Background: an optimization exercise with open tools, aiming at a short achievable clock period and few clock cycles. Do not read the settings as production practice. No activity file was given, so power comes from the tool's default toggle rates.

==> flow/design.v <==
package cache_pkg;
  typedef enum logic [1:0] {C_IDLE, C_WB, C_FILL} cache_state_e;
endpackage
module cache_victim_sel
#(
  parameter int WAYS = 2,
  parameter int WB = (WAYS > 1) ? $clog2(WAYS) : 1
) (
  input  logic [WAYS-1:0] valid_i,
  input  logic [WB-1:0]   rr_i,
  output logic [WB-1:0]   victim_o,
  output logic            from_rr_o
);
  always_comb begin
    victim_o = rr_i;
    from_rr_o = 1'b1;
    for (int w = WAYS - 1; w >= 0; w--)
      if (!valid_i[w]) begin
        victim_o = WB'(w);
        from_rr_o = 1'b0;
      end
  end
endmodule
module assoc_cache
#(
  parameter int ADDR_SIZE = 30,
  parameter int WORD_SIZE = 32,
  parameter int BLOCK_OFFSET_BITS = 2,
  parameter int INDEX_BITS = 3,
  parameter int WAYS = 2
) (
  input  logic                                          clk,
  input  logic                                          rst_n,
  input  logic                                          req,
  input  logic                                          we,
  input  logic [WORD_SIZE/8-1:0]                        be,
  input  logic [ADDR_SIZE-1:0]                          addr,
  input  logic [WORD_SIZE-1:0]                          data_w,
  output logic [WORD_SIZE-1:0]                          data_r,
  output logic                                          stall,
  output logic [ADDR_SIZE-BLOCK_OFFSET_BITS-1:0]        mem_addr,
  output logic                                          mem_r,
  output logic                                          mem_w,
  output logic [(WORD_SIZE<<BLOCK_OFFSET_BITS)-1:0]     mem_wdata,
  input  logic [(WORD_SIZE<<BLOCK_OFFSET_BITS)-1:0]     mem_rdata,
  input  logic                                          mem_ready
);
  localparam int TAG_BITS = ADDR_SIZE - BLOCK_OFFSET_BITS - INDEX_BITS;
  localparam int LINE_BITS = WORD_SIZE << BLOCK_OFFSET_BITS;
  localparam int LA = ADDR_SIZE - BLOCK_OFFSET_BITS;
  localparam int SETS = 1 << INDEX_BITS;
  localparam int WB = (WAYS > 1) ? $clog2(WAYS) : 1;
  localparam int BYTES = WORD_SIZE / 8;
  localparam int WPL = 1 << BLOCK_OFFSET_BITS;
  logic [LINE_BITS-1:0] data_q [SETS][WAYS];
  logic [TAG_BITS-1:0]  tag_q [SETS][WAYS];
  logic [WAYS-1:0]      valid_q [SETS];
  logic [WAYS-1:0]      dirty_q [SETS];
  logic [WB-1:0]        rr_q [SETS];
  cache_pkg::cache_state_e state_q;
  logic                 done_q;      
  logic                 fill_q;      
  logic [WB-1:0]        victim_q;
  logic                 from_rr_q;
  logic [LINE_BITS-1:0] line_q;      
  logic [TAG_BITS-1:0]  ntag_q;      
  logic [WAYS-1:0]      lsel_q [SETS];
  logic [BYTES-1:0]     bsel_q [WPL];
  logic [WORD_SIZE-1:0] data_w_q;
  logic                 wdirty_q;    
  logic [TAG_BITS-1:0]  tag;
  logic [INDEX_BITS-1:0] idx;
  logic [BLOCK_OFFSET_BITS-1:0] off;
  logic [WAYS-1:0]      match;
  logic                 hit, lookup, need_wb, fill_end;
  logic [WB-1:0]        sel_way;
  logic                 sel_rr;
  logic [WAYS-1:0]      tmatch [SETS];
  logic [SETS-1:0]      set_sel;
  logic [WORD_SIZE-1:0] way_word [WAYS];
  logic [WORD_SIZE-1:0] hit_word;
  assign tag = addr[ADDR_SIZE-1 -: TAG_BITS];
  assign idx = addr[BLOCK_OFFSET_BITS +: INDEX_BITS];
  assign off = addr[BLOCK_OFFSET_BITS-1:0];
  cache_victim_sel #(.WAYS(WAYS), .WB(WB)) u_victim (
    .valid_i  (valid_q[idx]),
    .rr_i     (rr_q[idx]),
    .victim_o (sel_way),
    .from_rr_o(sel_rr)
  );
  always_comb begin
    for (int s = 0; s < SETS; s++) begin
      set_sel[s] = idx == INDEX_BITS'(s);
      for (int w = 0; w < WAYS; w++)
        tmatch[s][w] = valid_q[s][w] & (tag_q[s][w] == tag);
    end
    for (int w = 0; w < WAYS; w++) begin
      match[w] = 1'b0;
      for (int s = 0; s < SETS; s++)
        match[w] = match[w] | (set_sel[s] & tmatch[s][w]);
    end
  end
  assign hit = |match;
  always_comb begin
    hit_word = '0;
    for (int w = 0; w < WAYS; w++) begin
      way_word[w] = data_q[idx][w][off*WORD_SIZE +: WORD_SIZE];
      hit_word = hit_word | ({WORD_SIZE{match[w]}} & way_word[w]);
    end
  end
  assign lookup   = req & (state_q == cache_pkg::C_IDLE) & ~done_q;
  assign need_wb  = valid_q[idx][sel_way] & dirty_q[idx][sel_way];
  assign fill_end = (state_q == cache_pkg::C_FILL) & mem_ready;
  assign stall = ~done_q;
  always_ff @(posedge clk or negedge rst_n)
    if (!rst_n) begin
      state_q <= cache_pkg::C_IDLE;
      done_q <= 1'b0;
      fill_q <= 1'b0;
      mem_r <= 1'b0;
      mem_w <= 1'b0;
      for (int s = 0; s < SETS; s++) begin
        lsel_q[s] <= '0;
        valid_q[s] <= '0;
        dirty_q[s] <= '0;
        rr_q[s] <= '0;
      end
    end else begin
      done_q <= 1'b0;
      case (state_q)
        cache_pkg::C_IDLE:
          if (lookup) begin
            if (hit) begin
              done_q <= 1'b1;
              fill_q <= 1'b0;
            end else if (need_wb) begin
              state_q <= cache_pkg::C_WB;
              mem_w <= 1'b1;
            end else begin
              state_q <= cache_pkg::C_FILL;
              mem_r <= 1'b1;
            end
          end
        cache_pkg::C_WB:
          if (mem_ready) begin
            state_q <= cache_pkg::C_FILL;
            mem_w <= 1'b0;
            mem_r <= 1'b1;
          end
        default:
          if (mem_ready) begin
            state_q <= cache_pkg::C_IDLE;
            mem_r <= 1'b0;
            done_q <= 1'b1;
            fill_q <= 1'b1;
          end
      endcase
      for (int s = 0; s < SETS; s++)
        for (int w = 0; w < WAYS; w++)
          lsel_q[s][w] <= (lookup & set_sel[s] & match[w]) |
                          (fill_end & (idx == INDEX_BITS'(s)) & (victim_q == WB'(w)));
      for (int s = 0; s < SETS; s++)
        for (int w = 0; w < WAYS; w++)
          if (lsel_q[s][w]) begin
            if (fill_q) begin
              valid_q[s][w] <= 1'b1;
              dirty_q[s][w] <= wdirty_q;
            end else if (wdirty_q) dirty_q[s][w] <= 1'b1;
          end
      if (done_q && fill_q && from_rr_q && WAYS > 1) rr_q[idx] <= rr_q[idx] + 1'b1;
    end
  always_ff @(posedge clk) begin
    data_w_q <= data_w;
    wdirty_q <= we & (|be);
    for (int o = 0; o < WPL; o++)
      bsel_q[o] <= (we && off == BLOCK_OFFSET_BITS'(o)) ? be : '0;
    data_r <= (state_q == cache_pkg::C_FILL) ? mem_rdata[off*WORD_SIZE +: WORD_SIZE] : hit_word;
    if (lookup) begin
      victim_q <= sel_way;
      from_rr_q <= sel_rr;
      mem_wdata <= data_q[idx][sel_way];
      mem_addr <= need_wb ? {tag_q[idx][sel_way], idx} : addr[ADDR_SIZE-1:BLOCK_OFFSET_BITS];
    end
    if (state_q == cache_pkg::C_WB && mem_ready)
      mem_addr <= addr[ADDR_SIZE-1:BLOCK_OFFSET_BITS];
    if (state_q == cache_pkg::C_FILL) begin
      line_q <= mem_rdata;
      ntag_q <= tag;
    end
    for (int s = 0; s < SETS; s++)
      for (int w = 0; w < WAYS; w++)
        if (lsel_q[s][w]) begin
          if (fill_q) begin
            data_q[s][w] <= line_q;
            tag_q[s][w] <= ntag_q;
          end
          for (int o = 0; o < WPL; o++)
            for (int b = 0; b < BYTES; b++)
              if (bsel_q[o][b]) data_q[s][w][o*WORD_SIZE + b*8 +: 8] <= data_w_q[b*8 +: 8];
        end
  end
endmodule
==> flow/config.mk <==
export PLATFORM = sky130hd
export DESIGN_NAME = assoc_cache
export DESIGN_NICKNAME = assoc_cache
export VERILOG_FILES = /design/flow/design.v
export SDC_FILE = /design/flow/constraint.sdc
export NUM_CORES = 4
export LEC_CHECK = 0
export ABC_CLOCK_PERIOD_IN_PS = 1000
export CAP_MARGIN = 20
export CORE_MARGIN = 2
export CORE_UTILIZATION = 35
export SLEW_MARGIN = 20
==> flow/constraint.sdc <==
create_clock -name core_clock -period 10.0 [get_ports {clk}]
set_input_delay 2.0000 -clock core_clock [delete_from_list [all_inputs] [get_ports {clk}]]
set_output_delay 2.0000 -clock core_clock [all_outputs]
set_load 0.01 [all_outputs]
standard.sh (not shown) runs the stock make flow with config.mk's settings and CLKGATE_MAP_FILE= SYNTH_SCRIPT=/design/flow/synth_recipe.tcl, a recipe that flattens the netlist after the stock synthesis.
==> flow/flow/run.sh <==
#!/bin/bash
set -o pipefail
export SETUP_SLACK_MARGIN=$(cat flow/margin.txt)
bash standard.sh > standard.log 2>&1
==> flow/flow/margin.txt <==
6.6
Next try:
Settings changed: CORE_UTILIZATION 35 to 55, CTS_CLUSTER_DIAMETER set to 80, CTS_CLUSTER_SIZE set to 30.
Sequential power barely changes.
Worst hold slack gains 0.0090 ns.
Worst setup slack improved by 0.11 ns.
Final area went down by 3.9%.
Fmax rises by about 2.8%.
Power went down by about 14%.
Die area went down by about 36%.
No run of this note included a check of the RTL's function; only the layout flow was run.

afterwards: timing with drivers on the ports:
Ports are ideal in the flow. The routed layouts listed here were re-timed in OpenROAD. Step 1 assumes that a clkbuf_16 drives the clock port and a buf_2 every other input. Step 2, shift: input delay + t, output delay - t, t = (earliest + latest rising clock arrival at the registers) / 2. This alone moves slack from input paths to output paths. Three values: ideal ports, drivers, drivers and shift; two values: the first two.
| run | shift t [ns] | slack for setup (ns) | worst setup path after step 2 |
|---|---|---|---|
| the first run | 1.031 | 5.812 / 5.567 / 4.536 | input to register |
| the second run | 0.952 | 5.927 / 5.629 / 4.677 | input to register |
After both steps setup and hold are still met in every run listed. The setup slack of the first run, which loses most, moves by -0.245 ns with the drivers and by -1.276 ns with both steps.
